From an optimization exercise on the open Yosys and OpenROAD flow, aimed at small area; shortcuts taken in it are not production practice.
No functional check of the RTL was part of any run shown here.
Power and IR drop assume default switching activity.

`design/flow/flow/run.sh`:
```
#!/bin/bash
set -euo pipefail
export BUFFER_PORTS_ARGS="-buffer_cell sky130_fd_sc_hd__buf_1"
export PRE_GLOBAL_PLACE_TCL="$(pwd)/flow/pre_gpl.tcl"
bash standard.sh > flow_make.log 2>&1
```
`design/flow/flow/pre_gpl.tcl`:
```
# Drop synthesis's buffers; repair_design after placement buffers what needs it.
remove_buffers
```
`design/flow/standard.sh`:
```
#!/bin/bash
# synth_recipe.tcl (not shown) runs the flow's synth.tcl, then flattens the netlist and writes it again
# the make line also repeats each setting of config.mk as NAME=value (left out here)
make -C /OpenROAD-flow-scripts/flow DESIGN_CONFIG=/design/flow/config.mk WORK_HOME=/design/flow/orfs CLKGATE_MAP_FILE= SYNTH_SCRIPT=/design/flow/synth_recipe.tcl "${@:-finish}"
```
`design/flow/config.mk`:
```
export PLATFORM = sky130hd
export DESIGN_NAME = coproc_lane_alu
export DESIGN_NICKNAME = coproc_lane_alu
export VERILOG_FILES = /design/flow/design.v
export SDC_FILE = /design/flow/constraint.sdc
export NUM_CORES = 4
export LEC_CHECK = 0
export CAP_MARGIN = 20
export CORE_MARGIN = 2
export CORE_UTILIZATION = 65
export CTS_BUF_LIST = sky130_fd_sc_hd__clkbuf_8
export CTS_CLUSTER_DIAMETER = 100
export CTS_CLUSTER_SIZE = 14
export GPL_TIMING_DRIVEN = 0
export SETUP_SLACK_MARGIN = 0.1
export SLEW_MARGIN = 20
```
`design/flow/constraint.sdc`:
```
create_clock -name core_clock -period 3.5 [get_ports {clk}]
set_input_delay 0.7000 -clock core_clock [delete_from_list [all_inputs] [get_ports {clk}]]
set_output_delay 0.7000 -clock core_clock [all_outputs]
set_load 0.01 [all_outputs]
```
`design/flow/design.v`:
```
module coproc_lane_alu #(
    parameter int WIDTH  = 144,
    parameter int LANE_W = 8,
    parameter int DEPTH  = 4
) (
    input  logic                     clk,
    input  logic                     rst,
    input  logic [WIDTH-1:0]         din,
    input  logic                     din_valid,
    output logic                     din_ready,
    input  logic [2:0]               mode,
    input  logic [$clog2(DEPTH)-1:0] tap,
    input  logic                     clear,
    output logic [WIDTH-1:0]         dout,
    output logic                     dout_valid,
    input  logic                     dout_ready,
    output logic [15:0]              count
);
    localparam int LANES = WIDTH / LANE_W;
    logic [WIDTH-1:0] r_hist [0:DEPTH-1];
    logic [WIDTH-1:0] r_acc;
    logic [WIDTH-1:0] r_dout;
    logic [DEPTH-1:0] r_hv;           
    logic             r_av;           
    logic             r_dout_valid;
    logic [15:0]      r_count;
    logic             w_accept;
    logic             m_delay, m_add, m_sub, m_xor, m_acc;
    logic [WIDTH-1:0] w_a, w_b;
    logic [WIDTH-1:0] w_result;
    assign din_ready  = !r_dout_valid || dout_ready;
    assign w_accept   = din_valid && din_ready;
    assign dout       = r_dout;
    assign dout_valid = r_dout_valid;
    assign count      = r_count;
    assign m_delay = (mode == 3'd1);
    assign m_add   = (mode == 3'd2);
    assign m_sub   = (mode == 3'd3);
    assign m_xor   = (mode == 3'd4);
    assign m_acc   = (mode == 3'd5);
    logic s_din, s_h0, s_h0n, s_h1, s_h2, s_h3, s_acc;
    assign s_din = !m_delay;
    assign s_h0  = (m_add || m_xor || (m_delay && tap == 2'd0)) && !clear && r_hv[0];
    assign s_h0n = m_sub && !clear && r_hv[0];
    assign s_h1  = m_delay && tap == 2'd1 && !clear && r_hv[1];
    assign s_h2  = m_delay && tap == 2'd2 && !clear && r_hv[2];
    assign s_h3  = m_delay && tap == 2'd3 && !clear && r_hv[3];
    assign s_acc = m_acc && !clear && r_av;
    assign w_a = (din & {WIDTH{s_din}}) | (r_hist[1] & {WIDTH{s_h1}})
               | (r_hist[2] & {WIDTH{s_h2}}) | (r_hist[3] & {WIDTH{s_h3}});
    assign w_b = (r_hist[0] & {WIDTH{s_h0}}) | (~r_hist[0] & {WIDTH{s_h0n}}) | (r_acc & {WIDTH{s_acc}});
    always_comb begin
        for (int l = 0; l < LANES; l++) begin
            logic [7:0] g, t, c;
            logic [7:0] G1, T1, G2, T2;
            for (int i = 0; i < 8; i++) begin
                g[i] = w_a[l*8+i] & w_b[l*8+i];
                t[i] = w_a[l*8+i] | w_b[l*8+i];
            end
            g[0] = g[0] | (t[0] & s_h0n);
            G1 = g; T1 = t;
            for (int i = 1; i < 8; i += 2) begin
                G1[i] = g[i] | (t[i] & g[i-1]);
                T1[i] = t[i] & t[i-1];
            end
            G2 = G1; T2 = T1;
            for (int j = 0; j < 8; j += 4) begin
                for (int i = j + 2; i < j + 4; i++) begin
                    G2[i] = G1[i] | (T1[i] & G1[j+1]);
                    T2[i] = T1[i] & T1[j+1];
                end
            end
            for (int i = 0; i < 8; i++) begin
                c[i] = (i < 4) ? G2[i] : (G2[i] | (T2[i] & G2[3]));
            end
            w_result[l*8] = w_a[l*8] ^ (w_b[l*8] ^ s_h0n);
            for (int i = 1; i < 8; i++) begin
                w_result[l*8+i] = w_a[l*8+i] ^ (w_b[l*8+i] ^ (c[i-1] & !m_xor));
            end
        end
    end
    always_ff @(posedge clk or negedge rst) begin
        if (!rst) begin
            r_dout_valid <= 1'b0;
        end else if (w_accept) begin
            r_dout_valid <= 1'b1;
        end else if (dout_ready) begin
            r_dout_valid <= 1'b0;
        end
    end
    always_ff @(posedge clk) begin
        if (w_accept) begin
            r_dout <= w_result;
        end
    end
    always_ff @(posedge clk) begin
        if (w_accept) begin
            for (int k = DEPTH - 1; k > 0; k--) begin
                r_hist[k] <= r_hist[k-1];
            end
            r_hist[0] <= din;
        end
    end
    always_ff @(posedge clk or negedge rst) begin
        if (!rst) begin
            r_hv <= '0;
        end else if (w_accept) begin
            r_hv <= {(clear ? {(DEPTH-1){1'b0}} : r_hv[DEPTH-2:0]), 1'b1};
        end else if (clear) begin
            r_hv <= '0;
        end
    end
    always_ff @(posedge clk) begin
        if (w_accept && m_acc) begin
            r_acc <= w_result;
        end
    end
    always_ff @(posedge clk or negedge rst) begin
        if (!rst) begin
            r_av <= 1'b0;
        end else if (w_accept && m_acc) begin
            r_av <= 1'b1;
        end else if (clear) begin
            r_av <= 1'b0;
        end
    end
    always_ff @(posedge clk or negedge rst) begin
        if (!rst) begin
            r_count <= '0;
        end else if (w_accept) begin
            r_count <= (clear ? 16'd0 : r_count) + 16'd1;
        end else if (clear) begin
            r_count <= '0;
        end
    end
endmodule
```
==> summary.md, run 1 <==
| Metric | Value |
|---|---|
| CTS Sinks | 886 |
| Mean Syn Cell Area | 14.1 um^2 |
| Vias per inst | 6.65 |
| Skew final | 0.0344 ns |
| CP arrival | 4.66 ns |
| Final Slew Violations | 0 |
| Worst VDD drop | 0.388 mV |
| Worst skew pair latency | 0.69 ns |
| Hold WS | 0.212 ns |
| Core Footprint | 57700 um^2 |
| P per Cell Area | 449 nW/um^2 |
| Crit path launch | r_hv[2]$_DFFE_PN0P_ |
| Initial antenna violation count | 19 |
| Row count | 88 |
| Die area | 60400 um^2 |
| Slowest stage cell on the critical path | or4b_4 |
| CTS tree | done |
| Cell area after synthesis | 38000 um^2 |
| Post-Place Setup Slack | -2.69 ns |
| CTS Buffer Depth | 3 |
| Total number of vias | 26200 |
| RSZ-0062 raised after global routing | yes |
| Detail Placement HPWL | 63.9 mm |
| Routability cong. | 0.815 |
| Fmax | 235 MHz |
| Tightest Pin Transition | 0.931 ns |
| Top_reg_cell synth | edfxtp_1 |
| CP startpoint kind | register |
| Filler cells | 3376 |
| # DRC | 0 |
| Height of the die | 246 um |
| HP Class | input pin to register |
| Cell mode on critical path | maj3_2 |
| DR iter-0 viols | 3438 |
| Asr flop ratio synth | 0.0248 |
| CP Capture Type | register |
| SO Faults | negative setup slack |
| Yosys top cell by area | edfxtp_1 |
| Crit path depth | 16 |
| Top cells by count, synth | edfxtp_1 (864), nor2_1 (310), nand2_1 (201) |
| Setup TNS | -46.02 ns |
| Worst hold start | din[115] |
| Top-count cell post-synth | edfxtp_1 |
| Setup slack, reg-to-reg | -0.75 ns |
| Register area | 26500 um^2 |
| Fin crit share | 1.21 |
| Crit path capture | r_acc[47]$_DFFE_PP_ |
| CP peak stage delay | 0.49 ns |
| Post-synthesis register bit count | 886 |
| Max FO, Critical Path | 5 |
| # setup viols final | 137 |
| Worst reg2reg path startpoint | r_hv[2]$_DFFE_PN0P_ |
| Reg2reg end | r_acc[47]$_DFFE_PP_ |
| TritonRoute pass-1 iters | 9 |
| Crit path max-delay family | adder cells |
| Fin worst setup slack | -0.751 ns |
| Tmin final | 4.25 ns |
| Clk root buf | clkbuf_8 |
| EDFF count, synth | 864 |
| Core Util, Final | 0.783 |
| Mapped Cells | 2690 |
| DR WL/cell | 26.2 um |
| Final hold violation count | 0 |
| Post-synthesis cell type count | 82 |
| Total gr overflow | 0 |
| Synth Net Count | 2863 |
| Clock transition at the registers of the reported paths | 0.10 ns |
| Worst relative slew slack | 0.380 |
| Max-Cap Viols | 0 |
| Largest cells by area after synthesis | edfxtp_1 (68%), a222oi_1 (3.4%), nor2_1 (3.1%), xnor2_1 (2.9%), a221oi_1 (2.2%) |
| GRT Util Overall | 0.334 |
| CP cell instances | nor4bb_4, buf_6, buf_8, buf_12, buf_12, a222oi_1, nor2_1, a21oi_2, fa_2, inv_2, maj3_2, maj3_2, maj3_2, o211ai_2, a21oi_1, or4b_4 |
| Hold Path Depth | 1 |
| Worst setup path category | register to register |
| Register area share after synthesis | 0.697 |
| R2R cell count | 16 |
| Post-synth top area share | 0.683 |
| I/O Pins | 316 |
| Chip width | 246 um |
| Synthesis-to-finish area growth | 18.9% |
| Pin count of the biggest net entering global routing | 178 |
| Drt total wl | 103 mm |
| Num CTS Buffers | 73 |
| Status | complete, but fails checks |
| # port buffers | 315 |
| Global-route wire length before repair | 153 mm |
| Synth warn | 2 |
| Multi-input gate area | 12300 um^2 |
| Vias in the first global route | 25900 |
| Initial Util | 0.658 |
| Routed Antenna Nets | 0 |
| Buf/Inv on CP | 5 |
| Fraction of layout cells with a size suffix above 1 | 0.199 |
| Pleak | 15.1 nW |
| Fin nets | 3309 |
| H-tree level count | 3 |
| WP data required | 3.91 ns |
cell type report:
cell class	count	share of cell area
Sequential cell	886	0.587
Multi-Input combinational cell	1584	0.271
Timing Repair Buffer	529	0.0891
Clock buffer	77	0.0235
Tap cell	765	0.0212
Inverter	62	0.00573
Clock inverter	16	0.00166
Antenna cell	13	0.000720
flip-flops by register name (all words and copies together), names as in the netlist:
name	cells
r_av	1
r_hist	576
r_dout_valid	1
r_hv	4
r_count	16
r_dout	144
r_acc	144
per-stage QoR:
stage                     cell area (um^2)  cells  power, W
after global placement               40000   3609    0.0147
after global routing                 45200   3928    0.0209
after floorplan                      39000   2690    0.0141
after detailed placement             41500   3702    0.0148
final                                45200   3932    0.0203
after CTS                            44400   3895    0.0202
metal layers:
| metal | global-route usage | wire (um) | vias to the layer above |
|---|---|---|---|
| li1 | - | - | 11400 |
| met1 | 0.460 | 39200 | 13000 |
| met2 | 0.533 | 49700 | 1519 |
| met3 | 0.0668 | 10400 | 223 |
| met4 | 0.128 | 3450 | 14 |
| met5 | 0 | 95 | - |
where the power goes:
part           switching, W  leakage, nW  internal [W]
clock network       0.00332        0.629       0.00200
logic               0.00142         6.02      0.000827
registers          0.000279         8.47        0.0124
timing repair:
item,in CTS,in global routing
gates resized for setup,189,116
hold buffers,1,0
buffers inserted,95,38
gates cloned,5,0
pin swaps,150,131
endpoints found under the hold margin,22,0
endpoints found under the setup margin,288,165
how the worst min path moves through the flow:
stage	to
after global routing	r_hist[0][82]$_DFFE_PP_
final	r_hist[0][115]$_DFFE_PP_
after CTS	r_hist[0][122]$_DFFE_PP_
after global placement	r_hist[2][131]$_DFFE_PP_
after floorplan	r_av$_DFFE_PN0P_
after detailed placement	r_hist[2][35]$_DFFE_PP_
kinds of logic after synthesis:
logic type | after synthesis | share of synthesized area
DFF | 886 | 0.697
and+or+nand+nor | 739 | 0.0862
AOI/OAI and AO/OA | 592 | 0.123
buffers and inverters | 223 | 0.0270
xor gates and xnor gates | 188 | 0.0443
adders and majority gates | 62 | 0.0218
cells in the final DEF, fill, tap and decap left out, drive strengths merged, types with 18 or more instances in the layout:
cell type    n
o211ai      22
nor3        67
dfrtp       22
nor2       310
a211oi      22
nor2b       22
nand2      201
inv         75
o21ai       84
a221oi      97
a21oi       93
maj3        43
buf        527
clkbuf      77
a222oi     129
a31oi       20
nand3       43
xnor2      127
edfxtp     864
a221o       50
xor2        59
fa          18
==> run 2: changes to the inputs <==
--- a/design/flow/design.v
+++ b/design/flow/design.v
@@ -59,3 +59,3 @@
             end
-            g[0] = g[0] | (t[0] & s_h0n);
+            g[0] = (g[0] & !m_xor) | (t[0] & s_h0n);
             G1 = g; T1 = t;
--- a/design/flow/config.mk
+++ b/design/flow/config.mk
@@ -9,3 +9,3 @@
 export CORE_MARGIN = 2
-export CORE_UTILIZATION = 65
+export CORE_UTILIZATION = 55
 export CTS_BUF_LIST = sky130_fd_sc_hd__clkbuf_8
==> summary.md, run 2 <==
| Metric | Value |
|---|---|
| Reg2reg end | r_dout[71]$_DFFE_PP_ |
| Worst skew pair latency | 0.70 ns |
| Worst setup path category | input pin to register |
| # setup viols final | 0 |
| Skew final | 0.0326 ns |
| RSZ-0062 raised after global routing | yes |
| Most frequent cells in the layout | edfxtp_1 (864), buf_1 (308), nor2_1 (248), xnor2_1 (211), nand2_1 (210) |
| Num CTS Buffers | 73 |
| I/O Pins | 316 |
| WP data required | 3.92 ns |
| Worst reg2reg path startpoint | r_hv[2]$_DFFE_PN0P_ |
| Status | complete, no violations |
| CTS tree | done |
| Clk root buf | clkbuf_8 |
| Fin worst setup slack | 0.123 ns |
| Final Slew Violations | 0 |
| Crit path capture | r_dout[86]$_DFFE_PP_ |
| H-tree level count | 3 |
| Drt total wl | 109 mm |
| GRT Util Overall | 0.293 |
| CP arrival | 3.79 ns |
| Reg with most FFs | r_hist |
| Top flop regs | r_hist (576), r_acc (144), r_dout (144) |
| Core Footprint | 70000 um^2 |
| Total number of vias | 26900 |
| Cell area after synthesis | 38900 um^2 |
| Worst relative slew slack | 0.311 |
| Hold WS | 0.203 ns |
| Post-synth top area share | 0.667 |
| Tmin final | 3.38 ns |
| Routed Antenna Nets | 0 |
| Max FO, Critical Path | 39 |
| Top-count cell post-synth | edfxtp_1 |
| DR WL/cell | 25.7 um |
| # DRC | 0 |
| Chip width | 270 um |
| Pleak | 14.4 nW |
| Mapped Cells | 2894 |
| Total gr overflow | 0 |
| CP startpoint kind | input pin |
| Die area | 72900 um^2 |
| EDFF count, synth | 864 |
| Vias per inst | 6.33 |
| Synth Net Count | 3049 |
| Detail Placement HPWL | 68.0 mm |
| Top cells by count, synth | edfxtp_1 (864), nor2_1 (250), xnor2_1 (213) |
| Worst VDD drop | 0.420 mV |
| Final hold violation count | 0 |
| Clock transition at the registers of the reported paths | 0.09 ns |
| Initial Util | 0.556 |
| Routability cong. | 0.826 |
| TritonRoute pass-1 iters | 6 |
| Initial antenna violation count | 20 |
| DR iter-0 viols | 2827 |
| Register area share after synthesis | 0.681 |
| Post-Place Setup Slack | -2.34 ns |
| Vias in the first global route | 26200 |
| CTS Buffer Depth | 3 |
| Post-Place Cells | 4075 |
| R2R cell count | 13 |
| Mean Syn Cell Area | 13.4 um^2 |
| Post-synthesis cell type count | 70 |
| Most common cell after layout, fill and taps aside | edfxtp_1 |
| Placed cell area | 42300 um^2 |
| CP Capture Type | register |
| Filler cells | 5413 |
| Yosys top cell by area | edfxtp_1 |
| Fin nets | 3437 |
| Finished Layout Cells | 4253 |
| Final Power | 0.0202 W |
| Global-route wire length before repair | 163 mm |
| Height of the die | 270 um |
| Fraction of layout cells with a size suffix above 1 | 0.123 |
| Tightest Pin Transition | 1.03 ns |
| Final Instance Area | 44600 um^2 |
| Row count | 97 |
| Top_reg_cell synth | edfxtp_1 |
| Pin count of the biggest net entering global routing | 211 |
| Fmax | 296 MHz |
| Max-Cap Viols | 0 |
| Largest cells by area after synthesis | edfxtp_1 (67%), xnor2_1 (4.8%), a22oi_1 (2.9%), nor2_1 (2.4%), a221o_1 (2.4%) |
| Synth warn | 2 |
| # port buffers | 315 |
| HP Class | input pin to register |
| P per Cell Area | 453 nW/um^2 |
| Setup slack, reg-to-reg | 0.17 ns |
| Asr flop ratio synth | 0.0248 |
| Synthesis-to-finish area growth | 14.7% |
| Post-synthesis register bit count | 886 |
| CTS Sinks | 886 |
| Crit path launch | mode[1] |
| Max reg flops | 576 |
| Fin crit share | 0.965 |
==> run 2: cell count changes after synthesis, moves of 31 or more <==
cell,delta
xnor2_1,+87
nand3_1,+110
nor3_1,+31
a221o_1,+42
a222oi_1,-128
nor2_1,-60
a22oi_1,+146
nand4_1,+36
inv_1,-37
==> run 2: stage by stage <==
step                TNS [ns]  utilization
floorplan            -157.45            -
global placement    -7254.50        0.583
detailed placement   -473.68        0.603
CTS                        0        0.630
global route               0        0.637
finish                     0        0.637
==> run 2: routing by layer <==
metal | part of all wire | GRT usage
met5 | 0.00080 | 0
met4 | 0.028 | 0.0934
met3 | 0.070 | 0.0469
met2 | 0.48 | 0.479
met1 | 0.42 | 0.405
==> run 2: logic make-up (layout without fill, tap and decap cells) <==
family | Yosys count | count (layout) | share of synthesized area
flip-flops | 886 | 886 | 0.681
AND/OR/NAND/NOR | 865 | 872 | 0.103
AO/OA/AOI/OAI | 652 | 652 | 0.127
XOR/XNOR | 275 | 275 | 0.0626
buffers and inverters | 200 | 598 | 0.0218
adder cells (fa/ha/maj) | 16 | 16 | 0.00418
other | 0 | 14 | 0
==> run 2: final cells by class <==
type	instances	area, um^2	area share
sequential	886	26500	0.594
multi-input combinational	1815	12500	0.280
clock inverter	17	82.6	0.00185
antenna	14	35.0	0.000785
timing repair buffer	481	3190	0.0715
inverter	25	124	0.00278
tap	940	1180	0.0264
clock buffer	75	1030	0.0231
==> run 2: power breakdown <==
| part | internal, W | switching, W |
|---|---|---|
| logic | 0.000750 | 0.00143 |
| registers | 0.0124 | 0.000277 |
| clock network | 0.00196 | 0.00337 |
==> run 2: how the worst min path moves through the flow <==
stage | startpoint | end | slack [ns] | cells after the start
finish | din[57] | r_hist[0][57]$_DFFE_PP_ | 0.20 | 1
detailed placement | r_hist[2][136]$_DFFE_PP_ | r_hist[3][136]$_DFFE_PP_ | 0.43 | 0
floorplan | rst | r_av$_DFFE_PN0P_ | 0.40 | 0
global placement | r_hist[2][88]$_DFFE_PP_ | r_hist[3][88]$_DFFE_PP_ | 0.42 | 0
global route | din[83] | r_hist[0][83]$_DFFE_PP_ | 0.16 | 1
CTS | din[57] | r_hist[0][57]$_DFFE_PP_ | 0.14 | 1
==> run 2: what timing repair did <==
item / 4_1_cts / 5_1_grt
hold endpoints to repair: 22 / 0
buffers inserted: 32 / 31
cloned: 7 / 2
hold buffers: 1 / 0
endpoints found under the setup margin: 294 / 108
resized for setup: 85 / 39
pin swaps: 20 / 41
==> run 2: critical path: stages <==
cell      delay (ns)
buf_2           0.21
or2_2           0.48
or2_4           0.55
buf_16          0.34
nand3_2         0.17
a221oi_2        0.39
a211oi_4        0.07
buf_4           0.18
buf_4           0.14
a211o_1         0.26
a21oi_2         0.15
xnor2_1         0.12
==> run 3: changes to the inputs <==
--- a/design/flow/design.v
+++ b/design/flow/design.v
@@ -53,19 +53,19 @@
         for (int l = 0; l < LANES; l++) begin
-            logic [7:0] g, t, c;
-            logic [7:0] G1, T1, G2, T2;
+            logic [7:0] p, g, c;
+            logic [7:0] G1, P1, G2, P2;
             for (int i = 0; i < 8; i++) begin
-                g[i] = w_a[l*8+i] & w_b[l*8+i];
-                t[i] = w_a[l*8+i] | w_b[l*8+i];
+                p[i] = w_a[l*8+i] ^ w_b[l*8+i];
+                g[i] = w_a[l*8+i] & w_b[l*8+i] & !m_xor;
             end
-            g[0] = (g[0] & !m_xor) | (t[0] & s_h0n);
-            G1 = g; T1 = t;
+            g[0] = g[0] | (p[0] & s_h0n);
+            G1 = g; P1 = p;
             for (int i = 1; i < 8; i += 2) begin
-                G1[i] = g[i] | (t[i] & g[i-1]);
-                T1[i] = t[i] & t[i-1];
+                G1[i] = g[i] | (p[i] & g[i-1]);
+                P1[i] = p[i] & p[i-1];
             end
-            G2 = G1; T2 = T1;
+            G2 = G1; P2 = P1;
             for (int j = 0; j < 8; j += 4) begin
                 for (int i = j + 2; i < j + 4; i++) begin
-                    G2[i] = G1[i] | (T1[i] & G1[j+1]);
-                    T2[i] = T1[i] & T1[j+1];
+                    G2[i] = G1[i] | (P1[i] & G1[j+1]);
+                    P2[i] = P1[i] & P1[j+1];
                 end
@@ -73,7 +73,7 @@
             for (int i = 0; i < 8; i++) begin
-                c[i] = (i < 4) ? G2[i] : (G2[i] | (T2[i] & G2[3]));
+                c[i] = (i < 4) ? G2[i] : (G2[i] | (P2[i] & G2[3]));
             end
-            w_result[l*8] = w_a[l*8] ^ (w_b[l*8] ^ s_h0n);
+            w_result[l*8]   = p[0] ^ s_h0n;
             for (int i = 1; i < 8; i++) begin
-                w_result[l*8+i] = w_a[l*8+i] ^ (w_b[l*8+i] ^ (c[i-1] & !m_xor));
+                w_result[l*8+i] = p[i] ^ c[i-1];
             end
--- a/design/flow/config.mk
+++ b/design/flow/config.mk
@@ -10,5 +10,4 @@
 export CORE_UTILIZATION = 55
-export CTS_BUF_LIST = sky130_fd_sc_hd__clkbuf_8
 export CTS_CLUSTER_DIAMETER = 100
-export CTS_CLUSTER_SIZE = 14
+export CTS_CLUSTER_SIZE = 25
 export GPL_TIMING_DRIVEN = 0
==> summary.md, run 3 <==
| Metric | Value |
|---|---|
| Status | complete, but fails checks |
| SO Faults | negative setup slack |
| Max FO, Critical Path | 8 |
| Mapped Cells | 2230 |
| Reg with most FFs | r_hist |
| Cell mode on critical path | buf_12 |
| CTS Buffer Depth | 3 |
| RSZ-0062 raised after global routing | yes |
| Clk root buf | clkbuf_16 |
| CTS tree | done |
| EDFF count, synth | 864 |
| TritonRoute pass-1 iters | 6 |
| Asr flop ratio synth | 0.0248 |
| Sw power | 0.00478 W |
| Routability cong. | 0.768 |
| CP startpoint kind | input pin |
| Final hold violation count | 0 |
| Synth Net Count | 2583 |
| CTS Sinks | 886 |
| Top flop regs | r_hist (576), r_acc (144), r_dout (144) |
| Synthesis-to-finish area growth | 22.8% |
| Switching share of power | 0.235 |
| Vias per inst | 6.50 |
| Cell area after synthesis | 37400 um^2 |
| Tightest Pin Transition | 0.795 ns |
| WP data required | 3.85 ns |
| Worst VDD drop | 0.451 mV |
| Fin worst setup slack | -0.465 ns |
| Initial Util | 0.556 |
| GRT Util Overall | 0.294 |
| Combinational power share | 0.112 |
| Max-Cap Viols | 0 |
| Crit path max-delay family | compound AO/OA/AOI/OAI gates |
| Mean Syn Cell Area | 16.8 um^2 |
| Height of the die | 265 um |
| Drt total wl | 105 mm |
| Max reg flops | 576 |
| Worst skew pair latency | 0.61 ns |
| Largest cells by area after synthesis | edfxtp_1 (69%), a221o_1 (7.2%), ha_1 (6.7%), a22o_1 (2.9%), nor2_1 (1.9%) |
| Num CTS Buffers | 41 |
| # setup viols final | 134 |
| P_int | 0.0156 W |
| Post-synthesis cell type count | 45 |
| Vias in the first global route | 23700 |
| Clock network power share | 0.264 |
| DR WL/cell | 28.9 um |
| Synth warn | 2 |
| CP Capture Type | register |
| # port buffers | 315 |
| Register area share after synthesis | 0.708 |
| Worst relative slew slack | 0.469 |
| Core Footprint | 67300 um^2 |
| Hold Buf Count CTS | 0 |
| Detail Placement HPWL | 60.6 mm |
| Post-synthesis register bit count | 886 |
| Most common cell after layout, fill and taps aside | edfxtp_1 |
| Row count | 95 |
| Total number of vias | 23600 |
| Initial antenna violation count | 24 |
| Fraction of layout cells with a size suffix above 1 | 0.199 |
| Worst setup path category | input pin to register |
| Top_reg_cell synth | edfxtp_1 |
| CP cell instances | buf_12, or3b_4, buf_12, nor4_4, buf_8, buf_12, buf_12, buf_12, buf_8, a221o_1, ha_1, ha_2, a21o_1, ha_2, o21a_1, o211ai_1, nand2_2, a41oi_4, xnor3_1 |
| P per Cell Area | 442 nW/um^2 |
| Reg power frac | 0.624 |
| DR iter-0 viols | 2495 |
| H-tree level count | 2 |
| Slowest stage cell on the critical path | a41oi_4 |
| Core Util, Final | 0.683 |
| Total gr overflow | 0 |
| Most frequent cells in the layout | edfxtp_1 (864), buf_1 (308), a221o_1 (270), nor2_1 (190), ha_1 (130) |
| CP peak stage delay | 0.43 ns |
| CP arrival | 4.32 ns |
| Buf/Inv on CP | 7 |
| Skew final | 0.0147 ns |
| Pin count of the biggest net entering global routing | 45 |
| Tmin final | 3.96 ns |
| Post-synth top area share | 0.693 |
| Top-count cell post-synth | edfxtp_1 |
| Global-route wire length before repair | 153 mm |
| Die area | 70200 um^2 |
| Fin nets | 3092 |
| Clock transition at the registers of the reported paths | 0.10 ns |
| Top cells by count, synth | edfxtp_1 (864), a221o_1 (270), ha_1 (199) |
| Setup slack, reg-to-reg | -0.40 ns |
| # DRC | 0 |
| I/O Pins | 316 |
| HP Class | input pin to async pin |
| Yosys top cell by area | edfxtp_1 |
| Fmax | 252 MHz |
| Pleak | 16.8 nW |
| Final Slew Violations | 0 |
| Hold WS | 0.0515 ns |
| Fin crit share | 1.13 |
| Chip width | 265 um |
| Routed Antenna Nets | 0 |
-- run 3: cell families after synthesis --
kind of cell	Yosys count	share of synthesized area
xor+xnor	86	0.0267
flops	886	0.708
fa+ha+maj	199	0.0665
simple gates	287	0.0349
compound gates	638	0.148
buf+inv	134	0.0162
-- run 3: final timing paths --
path                            depth (start not counted)                    start                       to
worst max-delay path                                   19                  mode[1]      r_acc[39]$_DFFE_PP_
worst min-delay path                                    1                      rst      r_hv[2]$_DFFE_PN0P_
worst max register to register                         15      r_hv[3]$_DFFE_PN0P_     r_acc[119]$_DFFE_PP_
worst min register to register                          0  r_hist[2][77]$_DFFE_PP_  r_hist[3][77]$_DFFE_PP_
max in group asynchronous                               1                      rst    r_count[10]$_DFF_PN0_
min in group core_clock                                 1                  din[13]  r_hist[0][13]$_DFFE_PP_
-- run 3: layout make-up --
| type | count | area, um^2 |
|---|---|---|
| Antenna cell | 16 | 40.0 |
| Clock buffer | 47 | 1050 |
| Clock inverter | 4 | 21.3 |
| Fill cell | 4563 | 21300 |
| Inverter | 4 | 18.8 |
| Multi-Input combinational cell | 1211 | 11900 |
| Sequential cell | 886 | 26500 |
| Tap cell | 873 | 1090 |
| Timing Repair Buffer | 594 | 5310 |
| Timing Repair inverter | 1 | 5.00 |
-- run 3: per-layer routing --
layer	GRT usage	up-vias	routed length (um)
li1	-	10300	-
met1	0.399	12300	42900
met2	0.485	906	51200
met3	0.0534	160	7760
met4	0.0922	20	3090
met5	0	-	122
-- run 3: worst register-to-register path: cells and delay by family, from the launching register on --
family,cells,cell delay [ns]
buf+inv,2,0.31
flops,1,0.39
simple gates,3,0.56
xor+xnor,1,0.31
fa+ha+maj,3,0.64
compound gates,6,1.43
-- run 3: power groups by stage --
stage	sequential, W	clock, W	combinational (W)
2_1_floorplan	0.0132	0	0.00101
3_3_place_gp	0.0132	0	0.00166
4_1_cts	0.0127	0.00552	0.00212
6_report	0.0127	0.00537	0.00227
3_5_place_dp	0.0129	0	0.00182
5_1_grt	0.0128	0.00580	0.00243
-- run 3: what timing repair did --
action                     in CTS  in global routing
hold endpoints to repair        0                  0
buffers inserted              131                 42
cloned                         21                  1
resized for setup             288                116
setup endpoints to repair     278                209
pin swaps                     155                 71
-- run 3: stage by stage --
step	cells	cell area [um^2]	total power (W)	setup TNS, ns	setup WS [ns]
floorplan	2230	37500	0.0142	-7029.97	-8.72
global placement	3288	39100	0.0149	-	-14.39
detailed placement	3383	40900	0.0147	-447.95	-2.88
CTS	3584	45000	0.0203	-19.20	-0.366
global route	3633	46000	0.0210	-40.28	-0.529
finish	3636	46000	0.0203	-29.17	-0.465

==> port drivers added, routing unchanged <==
Ports are ideal in the flow. The routed layouts listed here were re-timed in OpenROAD.
Step 1 assumes that a clkbuf_16 drives the clock port and a buf_2 every other input.
Step 2, shift: input delay + t, output delay - t, t = (earliest + latest rising clock arrival at the registers) / 2. This alone moves slack from input paths to output paths.
Three values: no drivers, after step 1, after step 2; two values: the first two.
run	t, ns	setup slack, ns	worst hold slack (ns)	clock arrival spread, ns	cell pins on the clock port's net
run 1	0.738	-0.751 / -0.751 / -1.325	0.212 / 0.178 / 0.443	0.035 / 0.035	1
run 2	0.746	0.123 / 0.166 / -0.580	0.203 / 0.171 / 0.439	0.035 / 0.035	1
run 3	0.665	-0.465 / -0.458 / -1.123	0.052 / 0.025 / 0.456	0.017 / 0.017	1
Met with ideal ports but missed after step 2: setup timing in run 2. The setup slack of run 2, which loses most, moves by +0.043 ns with the drivers and by -0.703 ns with both steps.
